What follows belongs to an exercise in optimizing a design on an open flow for small area; a production flow would make more cautious choices. Function not checked in this run: the RTL went through the layout flow alone. Power and IR drop assume default switching activity.

--- flow/run.sh ---
#!/bin/bash
# synth_recipe.tcl (not shown) runs the flow's synth.tcl, then flattens the netlist and writes it again
# the make line also repeats each setting of config.mk as NAME=value (left out here)
make -C /OpenROAD-flow-scripts/flow DESIGN_CONFIG=/design/flow/config.mk WORK_HOME=/design/flow/orfs CLKGATE_MAP_FILE= SYNTH_SCRIPT=/design/flow/synth_recipe.tcl finish
--- flow/config.mk ---
export PLATFORM = sky130hd
export DESIGN_NAME = video_box_overlay
export DESIGN_NICKNAME = video_box_overlay
export VERILOG_FILES = /design/flow/design.v
export SDC_FILE = /design/flow/constraint.sdc
export NUM_CORES = 4
export LEC_CHECK = 0
export CAP_MARGIN = 20
export CORE_MARGIN = 2
export CORE_UTILIZATION = 40
export SLEW_MARGIN = 20
export SYNTH_HIERARCHICAL = 0
--- flow/constraint.sdc ---
create_clock -name core_clock -period 6.0 [get_ports {clk}]
set_input_delay 1.2000 -clock core_clock [delete_from_list [all_inputs] [get_ports {clk}]]
set_output_delay 1.2000 -clock core_clock [all_outputs]
set_load 0.01 [all_outputs]
--- flow/design.v ---
module video_box_overlay #(
  parameter int N_BOX   = 8,
  parameter int W_PIX   = 24,
  parameter int W_COORD = 12,
  parameter int W_THK   = 4,
  localparam int W_IDX  = (N_BOX > 1) ? $clog2(N_BOX) : 1
) (
  input  logic               clk,
  input  logic               rstn,
  input  logic               vsync,
  input  logic               hsync,
  input  logic               de,
  input  logic [W_PIX-1:0]   data,
  input  logic               cfg_we,
  input  logic [W_IDX-1:0]   cfg_idx,
  input  logic               cfg_en,
  input  logic               cfg_blend,
  input  logic [W_COORD-1:0] cfg_x,
  input  logic [W_COORD-1:0] cfg_y,
  input  logic [W_COORD-1:0] cfg_w,
  input  logic [W_COORD-1:0] cfg_h,
  input  logic [W_THK-1:0]   cfg_thick,
  input  logic [W_PIX-1:0]   cfg_color,
  output logic               vsync_o,
  output logic               hsync_o,
  output logic               de_o,
  output logic [W_PIX-1:0]   data_o,
  output logic               cfg_commit
);
  localparam int N_LANE = W_PIX / 8;
  localparam logic [W_COORD-1:0] COORD_MAX = {W_COORD{1'b1}};
  function automatic logic [W_COORD:0] add_r(input logic [W_COORD-1:0] a,
                                             input logic [W_COORD-1:0] b, input logic ci);
    logic c;
    c = ci;
    for (int k = 0; k < W_COORD; k++) begin
      add_r[k] = a[k] ^ b[k] ^ c;
      c        = (a[k] & b[k]) | (a[k] & c) | (b[k] & c);
    end
    add_r[W_COORD] = c;
  endfunction
  function automatic logic ge_t(input logic [W_THK-1:0] a, input logic [W_THK-1:0] b);
    logic c;
    c = 1'b1;
    for (int k = 0; k < W_THK; k++)
      c = (a[k] & ~b[k]) | (a[k] & c) | (~b[k] & c);
    ge_t = c;
  endfunction
  function automatic logic [1:0] axis_test(
    input logic [W_COORD-1:0] np, input logic [W_COORD-1:0] lo,
    input logic [W_COORD-1:0] sm, input logic [W_THK-1:0] t
  );
    logic [W_COORD:0] nd, g;
    logic [W_COORD-1:0] d;
    nd = add_r(lo, np, 1'b0);
    g  = add_r(sm, nd[W_COORD-1:0], 1'b1);
    d  = ~nd[W_COORD-1:0];
    axis_test[0] = ~nd[W_COORD] & g[W_COORD];
    axis_test[1] = ((|d[W_COORD-1:W_THK]) | ge_t(d[W_THK-1:0], t)) &
                   ((|g[W_COORD-1:W_THK]) | ge_t(g[W_THK-1:0], t));
  endfunction
  function automatic logic [7:0] lane_avg(input logic [7:0] a, input logic [7:0] b);
    logic c;
    c = 1'b0;
    for (int k = 0; k < 8; k++) begin
      if (k > 0) lane_avg[k-1] = a[k] ^ b[k] ^ c;
      c = (a[k] & b[k]) | (a[k] & c) | (b[k] & c);
    end
    lane_avg[7] = c;
  endfunction
  logic               vsync_prev_r, de_prev_r;
  logic [W_COORD-1:0] x_cnt_r, y_cnt_r;
  logic               vsync_rise_s, de_fall_s;
  logic               wr_en_s;
  logic [W_THK-1:0]   wr_thick_s;
  logic [W_COORD-1:0] wr_wm_s, wr_hm_s;
  logic [W_COORD:0]   wr_t2_s;
  logic               pend_en_r    [N_BOX];
  logic               pend_blend_r [N_BOX];
  logic [W_COORD-1:0] pend_x_r     [N_BOX];
  logic [W_COORD-1:0] pend_y_r     [N_BOX];
  logic [W_COORD-1:0] pend_wm_r    [N_BOX];
  logic [W_COORD-1:0] pend_hm_r    [N_BOX];
  logic [W_THK-1:0]   pend_thick_r [N_BOX];
  logic [W_PIX-1:0]   pend_color_r [N_BOX];
  logic               act_en_r     [N_BOX];
  logic               act_blend_r  [N_BOX];
  logic [W_COORD-1:0] act_x_r      [N_BOX];
  logic [W_COORD-1:0] act_y_r      [N_BOX];
  logic [W_COORD-1:0] act_wm_r     [N_BOX];
  logic [W_COORD-1:0] act_hm_r     [N_BOX];
  logic [W_THK-1:0]   act_thick_r  [N_BOX];
  logic [W_PIX-1:0]   act_color_r  [N_BOX];
  logic               v1_r, v2_r, v3_r;
  logic               s1_vs_r, s1_hs_r, s1_de_r;
  logic [W_PIX-1:0]   s1_data_r;
  logic [N_BOX-1:0]   s1_sel_r;
  logic               s2_vs_r, s2_hs_r, s2_de_r;
  logic [W_PIX-1:0]   s2_data_r;
  logic               s3_vs_r, s3_hs_r, s3_de_r;
  logic [W_PIX-1:0]   s3_data_r;
  logic [W_COORD-1:0] nx_s, ny_s;
  logic [N_BOX-1:0]   hit_s, sel_s;
  logic               sel_hit_s, sel_blend_s;
  logic [W_PIX-1:0]   sel_color_s, blend_s, mix_s;
  assign vsync_rise_s = vsync & ~vsync_prev_r;
  assign de_fall_s    = ~de & de_prev_r;
  always_ff @(posedge clk or negedge rstn) begin
    if (!rstn) begin
      vsync_prev_r <= 1'b0;
      de_prev_r    <= 1'b0;
      x_cnt_r      <= {W_COORD{1'b0}};
      y_cnt_r      <= {W_COORD{1'b0}};
    end else begin
      vsync_prev_r <= vsync;
      de_prev_r    <= de;
      if (de_fall_s)
        x_cnt_r <= {W_COORD{1'b0}};
      else if (de && (x_cnt_r != COORD_MAX))
        x_cnt_r <= x_cnt_r + {{(W_COORD-1){1'b0}}, 1'b1};
      if (vsync_rise_s)
        y_cnt_r <= {W_COORD{1'b0}};
      else if (de_fall_s && (y_cnt_r != COORD_MAX))
        y_cnt_r <= y_cnt_r + {{(W_COORD-1){1'b0}}, 1'b1};
    end
  end
  assign wr_t2_s    = {{(W_COORD-W_THK){1'b0}}, cfg_thick, 1'b0};
  assign wr_en_s    = cfg_en && (cfg_w != {W_COORD{1'b0}}) && (cfg_h != {W_COORD{1'b0}});
  assign wr_thick_s = ((wr_t2_s < {1'b0, cfg_w}) && (wr_t2_s < {1'b0, cfg_h})) ?
                      cfg_thick : {W_THK{1'b0}};
  assign wr_wm_s    = cfg_w - {{(W_COORD-1){1'b0}}, 1'b1};
  assign wr_hm_s    = cfg_h - {{(W_COORD-1){1'b0}}, 1'b1};
  always_ff @(posedge clk or negedge rstn) begin
    if (!rstn) begin
      for (int i = 0; i < N_BOX; i++) begin
        pend_en_r[i] <= 1'b0;
        act_en_r[i]  <= 1'b0;
      end
      cfg_commit <= 1'b0;
    end else begin
      for (int i = 0; i < N_BOX; i++) begin
        if (cfg_we && (cfg_idx == i[W_IDX-1:0]))
          pend_en_r[i] <= wr_en_s;
        if (vsync_rise_s)
          act_en_r[i] <= pend_en_r[i];
      end
      cfg_commit <= vsync_rise_s;
    end
  end
  always_ff @(posedge clk) begin
    for (int i = 0; i < N_BOX; i++) begin
      if (cfg_we && (cfg_idx == i[W_IDX-1:0])) begin
        pend_blend_r[i] <= cfg_blend;
        pend_x_r[i]     <= cfg_x;
        pend_y_r[i]     <= cfg_y;
        pend_wm_r[i]    <= wr_wm_s;
        pend_hm_r[i]    <= wr_hm_s;
        pend_thick_r[i] <= wr_thick_s;
        pend_color_r[i] <= cfg_color;
      end
      if (vsync_rise_s) begin
        act_blend_r[i] <= pend_blend_r[i];
        act_x_r[i]     <= pend_x_r[i];
        act_y_r[i]     <= pend_y_r[i];
        act_wm_r[i]    <= pend_wm_r[i];
        act_hm_r[i]    <= pend_hm_r[i];
        act_thick_r[i] <= pend_thick_r[i];
        act_color_r[i] <= pend_color_r[i];
      end
    end
  end
  assign nx_s = ~x_cnt_r;
  assign ny_s = ~y_cnt_r;
  always_comb begin
    logic [1:0] ax, ay;
    logic       any;
    hit_s = {N_BOX{1'b0}};
    for (int i = 0; i < N_BOX; i++) begin
      ax = axis_test(nx_s, act_x_r[i], act_wm_r[i], act_thick_r[i]);
      ay = axis_test(ny_s, act_y_r[i], act_hm_r[i], act_thick_r[i]);
      hit_s[i] = act_en_r[i] & ax[0] & ay[0] &
                 !((act_thick_r[i] != {W_THK{1'b0}}) & ax[1] & ay[1]);
    end
    any = 1'b0;
    for (int i = 0; i < N_BOX; i++) begin
      sel_s[i] = de & hit_s[i] & !any;
      any      = any | hit_s[i];
    end
  end
  always_comb begin
    sel_hit_s   = |s1_sel_r;
    sel_blend_s = 1'b0;
    sel_color_s = {W_PIX{1'b0}};
    for (int i = 0; i < N_BOX; i++) begin
      sel_color_s = sel_color_s | ({W_PIX{s1_sel_r[i]}} & act_color_r[i]);
      sel_blend_s = sel_blend_s | (s1_sel_r[i] & act_blend_r[i]);
    end
  end
  always_comb begin
    for (int l = 0; l < N_LANE; l++)
      blend_s[l*8 +: 8] = lane_avg(s1_data_r[l*8 +: 8], sel_color_s[l*8 +: 8]);
    if (!sel_hit_s)
      mix_s = s1_data_r;
    else if (sel_blend_s)
      mix_s = blend_s;
    else
      mix_s = sel_color_s;
  end
  always_ff @(posedge clk or negedge rstn) begin
    if (!rstn) begin
      v1_r    <= 1'b0;
      v2_r    <= 1'b0;
      v3_r    <= 1'b0;
      vsync_o <= 1'b0;
      hsync_o <= 1'b0;
      de_o    <= 1'b0;
      data_o  <= {W_PIX{1'b0}};
    end else begin
      v1_r    <= 1'b1;
      v2_r    <= v1_r;
      v3_r    <= v2_r;
      vsync_o <= v3_r & s3_vs_r;
      hsync_o <= v3_r & s3_hs_r;
      de_o    <= v3_r & s3_de_r;
      data_o  <= v3_r ? s3_data_r : {W_PIX{1'b0}};
    end
  end
  always_ff @(posedge clk) begin
    s1_vs_r   <= vsync;
    s1_hs_r   <= hsync;
    s1_de_r   <= de;
    s1_data_r <= data;
    s1_sel_r  <= sel_s;
    s2_vs_r   <= s1_vs_r;
    s2_hs_r   <= s1_hs_r;
    s2_de_r   <= s1_de_r;
    s2_data_r <= mix_s;
    s3_vs_r   <= s2_vs_r;
    s3_hs_r   <= s2_hs_r;
    s3_de_r   <= s2_de_r;
    s3_data_r <= s2_data_r;
  end
endmodule
==> notes.md <==
## cell usage in the layout (no fill, tap or decap), drive strengths merged, types with 53 or more instances in the layout
cell / instances
dfrtp: 73
a22oi: 103
dfxtp: 89
nand2: 73
edfxtp: 1232
buf: 290
fa: 373
clkinv: 53
clkbuf: 183
inv: 439
clkdlybuf4s50: 137
nor2: 60
## repair_timing
item / in CTS / in global routing
resized for setup: 41 / 28
pin swaps: 14 / 36
hold buffers: 0 / 0
setup buffers: 6 / 6
setup endpoints to repair: 8 / 8
## how the worst max path moves through the flow
| stage | slack, ns | endpoint |
|---|---|---|
| final | -1.33 | s1_sel_r[5]$_DFF_P_ |
| after global routing | -1.51 | s1_sel_r[5]$_DFF_P_ |
| after CTS | -1.31 | s1_sel_r[5]$_DFF_P_ |
| after detailed placement | -1.56 | s1_sel_r[5]$_DFF_P_ |
| after global placement | -1.45 | s1_sel_r[5]$_DFF_P_ |
| after floorplan | -0.69 | s1_sel_r[5]$_DFF_P_ |
## cells in the mapped netlist (all sizes together) (28+ instances only)
master / instances
nor4: 28
clkbuf: 32
nor2: 60
fa: 373
a22oi: 103
nand4: 40
dfrtp: 73
ha: 45
maj3: 41
dfxtp: 89
edfxtp: 1232
nand2: 73
inv: 431
## layout make-up
class                   instances  area share
clock inverters                82      0.0125
repair buffers                427      0.0573
inverters                     431      0.0243
flip-flops and latches       1394       0.609
well taps                    1794      0.0336
diodes                          1   0.0000375
multi-input cells            1146       0.205
clock buffers                 183      0.0587
## cell families (layout without fill, tap and decap cells)
kind of cell,count (synthesis),in the layout,synth area share
flops,1394,1394,0.732
other cells,1,2,0.0000676
buf+inv,472,1123,0.0323
compound gates,245,245,0.0325
simple gates,375,375,0.0387
fa+ha+maj,459,459,0.152
xor+xnor,34,34,0.00537
mux,32,32,0.00616
## sequential cells by signal, summed over array words and instances, names as in the netlist, 12 cells and up
name,flops
act_color_r,192
act_hm_r,96
act_thick_r,32
act_wm_r,96
act_x_r,96
act_y_r,96
data_o,24
pend_color_r,192
pend_hm_r,96
pend_thick_r,32
pend_wm_r,96
pend_x_r,96
pend_y_r,96
s1_data_r,24
s2_data_r,24
s3_data_r,24
x_cnt_r,12
y_cnt_r,12
## worst max-delay path: cells and delay by family, from the launching register on
kind	cells	cell delay [ns]
fa+ha+maj	13	4.64
buf+inv	5	0.36
compound gates	4	0.76
flops	1	0.36
simple gates	4	1.12
## through the flow
| stage | hold WS, ns | cells | util |
|---|---|---|---|
| 2_1_floorplan | 0.310 | 3012 | - |
| 4_1_cts | 0.290 | 5451 | 0.484 |
| 6_report | 0.325 | 5458 | 0.485 |
| 3_5_place_dp | 0.312 | 5180 | 0.448 |
| 3_3_place_gp | 0.310 | 5179 | 0.448 |
| 5_1_grt | 0.327 | 5457 | 0.485 |
## power groups by stage
| stage | clock, mW | sequential, mW | combinational, mW |
|---|---|---|---|
| after floorplan | 0 | 11.3 | 1.35 |
| after global placement | 0 | 11.3 | 2.59 |
| after CTS | 9.08 | 11.1 | 2.69 |
| final | 8.90 | 11.1 | 2.69 |
| after global routing | 9.45 | 11.1 | 2.95 |
| after detailed placement | 0 | 11.3 | 2.63 |
## metal layers
layer / wire, µm / GRT usage / share of wire / vias to the layer above
met3: 8240 / 0.0333 / 0.061 / 163
met5: 29 / 0 / 0.00021 / -
met2: 64500 / 0.306 / 0.48 / 843
met1: 59800 / 0.280 / 0.44 / 14400
li1: - / - / - / 12000
met4: 3190 / 0.0565 / 0.023 / 6
==> flow_summary.html <==
<table>
<tr><th>Metric</th><th>Value</th></tr>
<tr><th colspan="2">Cells and area</th></tr>
<tr><td>Fraction of final layout cells with drive strength greater than 1</td><td>0.189</td></tr>
<tr><td>Layout overhead on the synthesized area</td><td>20.3%</td></tr>
<tr><td>Finished layout cell area</td><td>66700 µm²</td></tr>
<tr><td>Sequential standard cell area</td><td>40600 µm²</td></tr>
<tr><td>Multi-input logic area</td><td>13700 µm²</td></tr>
<tr><td>Final net count</td><td>4074</td></tr>
<tr><td>Number of fillers in the final layout</td><td>11400</td></tr>
<tr><th colspan="2">Floorplanning</th></tr>
<tr><td>Die footprint</td><td>142000 µm²</td></tr>
<tr><td>Site row count</td><td>136</td></tr>
<tr><td>Die Y</td><td>376 µm</td></tr>
<tr><td>Top Ports</td><td>139</td></tr>
<tr><td>Floorplan Core Area</td><td>137000 µm²</td></tr>
<tr><td>Starting density of the core</td><td>0.403</td></tr>
<tr><td>Die W</td><td>376 µm</td></tr>
<tr><th colspan="2">Critical path</th></tr>
<tr><td>Kind of launch point of the worst setup path</td><td>flop</td></tr>
<tr><td>Path depth of the worst reg2reg path</td><td>26</td></tr>
<tr><td>Slowest stage cell, crit path</td><td>or4_4</td></tr>
<tr><td>Kind of end point of the critical path</td><td>flop</td></tr>
<tr><td>Crit-path most repeated cell</td><td>fa_2</td></tr>
<tr><td>R2R setup slack</td><td>-1.33 ns</td></tr>
<tr><td>Critical path startpoint</td><td>y_cnt_r[0]$_DFFE_PN0P_</td></tr>
<tr><td>Largest stage delay on the critical path</td><td>0.60 ns</td></tr>
<tr><td>R2R Path Start</td><td>y_cnt_r[0]$_DFFE_PN0P_</td></tr>
<tr><td>Crit Path Max Fanout</td><td>4</td></tr>
<tr><td>Critical Path RT</td><td>6.68 ns</td></tr>
<tr><td>Critical register-to-register path endpoint</td><td>s1_sel_r[5]$_DFF_P_</td></tr>
<tr><td>Critical path class</td><td>flop to flop</td></tr>
<tr><td>CP arrival</td><td>8.01 ns</td></tr>
<tr><th colspan="2">Yosys</th></tr>
<tr><td>Proportion of register bits with asynchronous set or reset after synthesis</td><td>0.0524</td></tr>
<tr><td>Number of cells produced by synthesis</td><td>3012</td></tr>
<tr><td>Proportion of netlist area held by the largest area contributor</td><td>0.667</td></tr>
<tr><td>Post-synthesis sequential area ratio</td><td>0.732</td></tr>
<tr><td>Most used flip-flop cell after synthesis</td><td>edfxtp_1</td></tr>
<tr><td>Synthesized area divided by synthesized cell count</td><td>18.4 µm²</td></tr>
<tr><td>Number of enable flip-flop cells after synthesis</td><td>1232</td></tr>
<tr><td>Number of flip-flops and latches in the synthesized netlist</td><td>1394</td></tr>
<tr><td>Mapped cell area</td><td>55400 µm²</td></tr>
<tr><td>Post-synth top area cell</td><td>edfxtp_1</td></tr>
<tr><td>Distinct cell type count of the synthesized netlist</td><td>81</td></tr>
<tr><td>Syn. warnings</td><td>17</td></tr>
<tr><td>Area contributors post-synth</td><td>edfxtp_1 67%, fa_1 13%, dfrtp_1 3.3%</td></tr>
<tr><td>Nets in the synthesized netlist</td><td>3541</td></tr>
<tr><th colspan="2">Power and ir drop</th></tr>
<tr><td>Power density of the placed cells</td><td>340 nW/µm²</td></tr>
<tr><td>Leakage component of the power</td><td>23.8 nW</td></tr>
<tr><td>Share of power burned in registers</td><td>0.489</td></tr>
<tr><td>Switch share</td><td>0.237</td></tr>
<tr><td>Switch Pwr</td><td>5.37 mW</td></tr>
<tr><td>Final Power</td><td>22.7 mW</td></tr>
<tr><td>Clock group share of total power</td><td>0.392</td></tr>
<tr><td>Cell-internal power</td><td>17.3 mW</td></tr>
<tr><td>Combinational power share</td><td>0.118</td></tr>
<tr><td>Worst VDD drop</td><td>0.000271 V</td></tr>
<tr><th colspan="2">GRT</th></tr>
<tr><td>Via count of the first global-routing pass</td><td>28000</td></tr>
<tr><td>Wire length of the first global-routing pass</td><td>195000 µm</td></tr>
<tr><td>Residual overflow from global routing</td><td>0</td></tr>
<tr><td>Number of antenna violations at the first check in global routing</td><td>5</td></tr>
<tr><td>Overall routing resource usage</td><td>0.195</td></tr>
<tr><td>Maximum number of pins on one net before global-route repair</td><td>174</td></tr>
<tr><th colspan="2">Hold path</th></tr>
<tr><td>Hold path startpoint</td><td>s2_data_r[18]$_DFF_P_</td></tr>
<tr><td>Hold Path Cell Cnt</td><td>0</td></tr>
<tr><td>Class of the worst hold path</td><td>flop to flop</td></tr>
<tr><td>WHS Endpoint</td><td>s3_data_r[18]$_DFF_P_</td></tr>
<tr><th colspan="2">Detailed routing</th></tr>
<tr><td>First-pass DRT Iterations</td><td>5</td></tr>
<tr><td>Routed WL</td><td>136000 µm</td></tr>
<tr><td>Via total after detailed routing</td><td>27400</td></tr>
<tr><td>Number of DRC violations after detailed-routing iteration 0</td><td>2830</td></tr>
<tr><td>Number of nets with antenna violations after routing</td><td>0</td></tr>
<tr><td>Via density</td><td>5.01</td></tr>
<tr><td>Total DRC errors in the routed layout</td><td>0</td></tr>
<tr><td>Average wire length per cell after detail routing</td><td>24.9 µm</td></tr>
<tr><th colspan="2">STA</th></tr>
<tr><td>Setup slack of the critical path after layout</td><td>-1.33 ns</td></tr>
<tr><td>Setup clock skew after layout</td><td>0.0304 ns</td></tr>
<tr><td>Transition time at the pin with the least slew margin</td><td>1.11 ns</td></tr>
<tr><td>Final Slew Violations</td><td>0</td></tr>
<tr><td>Final-report hold violation count</td><td>0</td></tr>
<tr><td>Total setup violations reported at the end of the flow</td><td>8</td></tr>
<tr><td>Share of the clock period used by the worst path after layout</td><td>1.22</td></tr>
<tr><td>Unrepaired setup endpoints after global routing</td><td>true</td></tr>
<tr><td>Worst max-slew margin expressed relative to the limit</td><td>0.257</td></tr>
<tr><td>Minimum clock period after layout</td><td>7.33 ns</td></tr>
<tr><td>Setup total negative slack</td><td>-9.49 ns</td></tr>
<tr><td>Max frequency</td><td>136 MHz</td></tr>
<tr><th colspan="2">Run status</th></tr>
<tr><td>Outcome</td><td>complete, but fails checks</td></tr>
<tr><td>Layout check failures</td><td>negative setup slack</td></tr>
<tr><th colspan="2">Placement</th></tr>
<tr><td>Standard cell area after detailed placement</td><td>61600 µm²</td></tr>
<tr><td>Minimum setup slack after placement</td><td>-1.56 ns</td></tr>
<tr><td>Port Buffer Count</td><td>138</td></tr>
<tr><td>Final HPWL DP</td><td>94800 µm</td></tr>
<tr><td>Weighted congestion reported at the end of routability-driven placement</td><td>0.849</td></tr>
<tr><th colspan="2">CTS</th></tr>
<tr><td>Num CTS Buffers</td><td>145</td></tr>
<tr><td>Maximum root-to-sink buffer count</td><td>3</td></tr>
<tr><td>Root Driver</td><td>clkbuf_16</td></tr>
<tr><td>Clk slew on worst S/H paths</td><td>0.06 ns</td></tr>
<tr><td>Clock H-tree levels</td><td>4</td></tr>
<tr><td>Clock latency at the later pin of the worst-skew pair</td><td>0.79 ns</td></tr>
<tr><td>Clock Sinks</td><td>1394</td></tr>
<tr><td>CTS tree</td><td>yes</td></tr>
<tr><th colspan="2">Run</th></tr>
<tr><td>Number of max-capacitance violations reported</td><td>0</td></tr>
</table>

[port drivers added, routing unchanged]
Ports are ideal in the flow. The routed layout listed here was re-timed in OpenROAD. Step 1 assumes that a clkbuf_16 drives the clock port and a buf_2 every other input. Step 2 adds t to the input delays and takes it off the output delays; t is the mean of the earliest and latest rising clock arrival at the registers after step 1. Input paths then give back, and output paths get back, about the clock's delay inside the block. Three values: ideal, step 1, step 2; two values: the first two.
t, ns: 0.840
setup WS [ns]: -1.328 / -1.328 / -1.328
hold WS [ns]: 0.325 / 0.285 / 0.325
worst slew at a driven data input, ns: 0.11
cell pins on the clock port's net: 1
For this run, drivers alone change the setup slack by 0.000 ns; drivers and shift together by 0.000 ns.
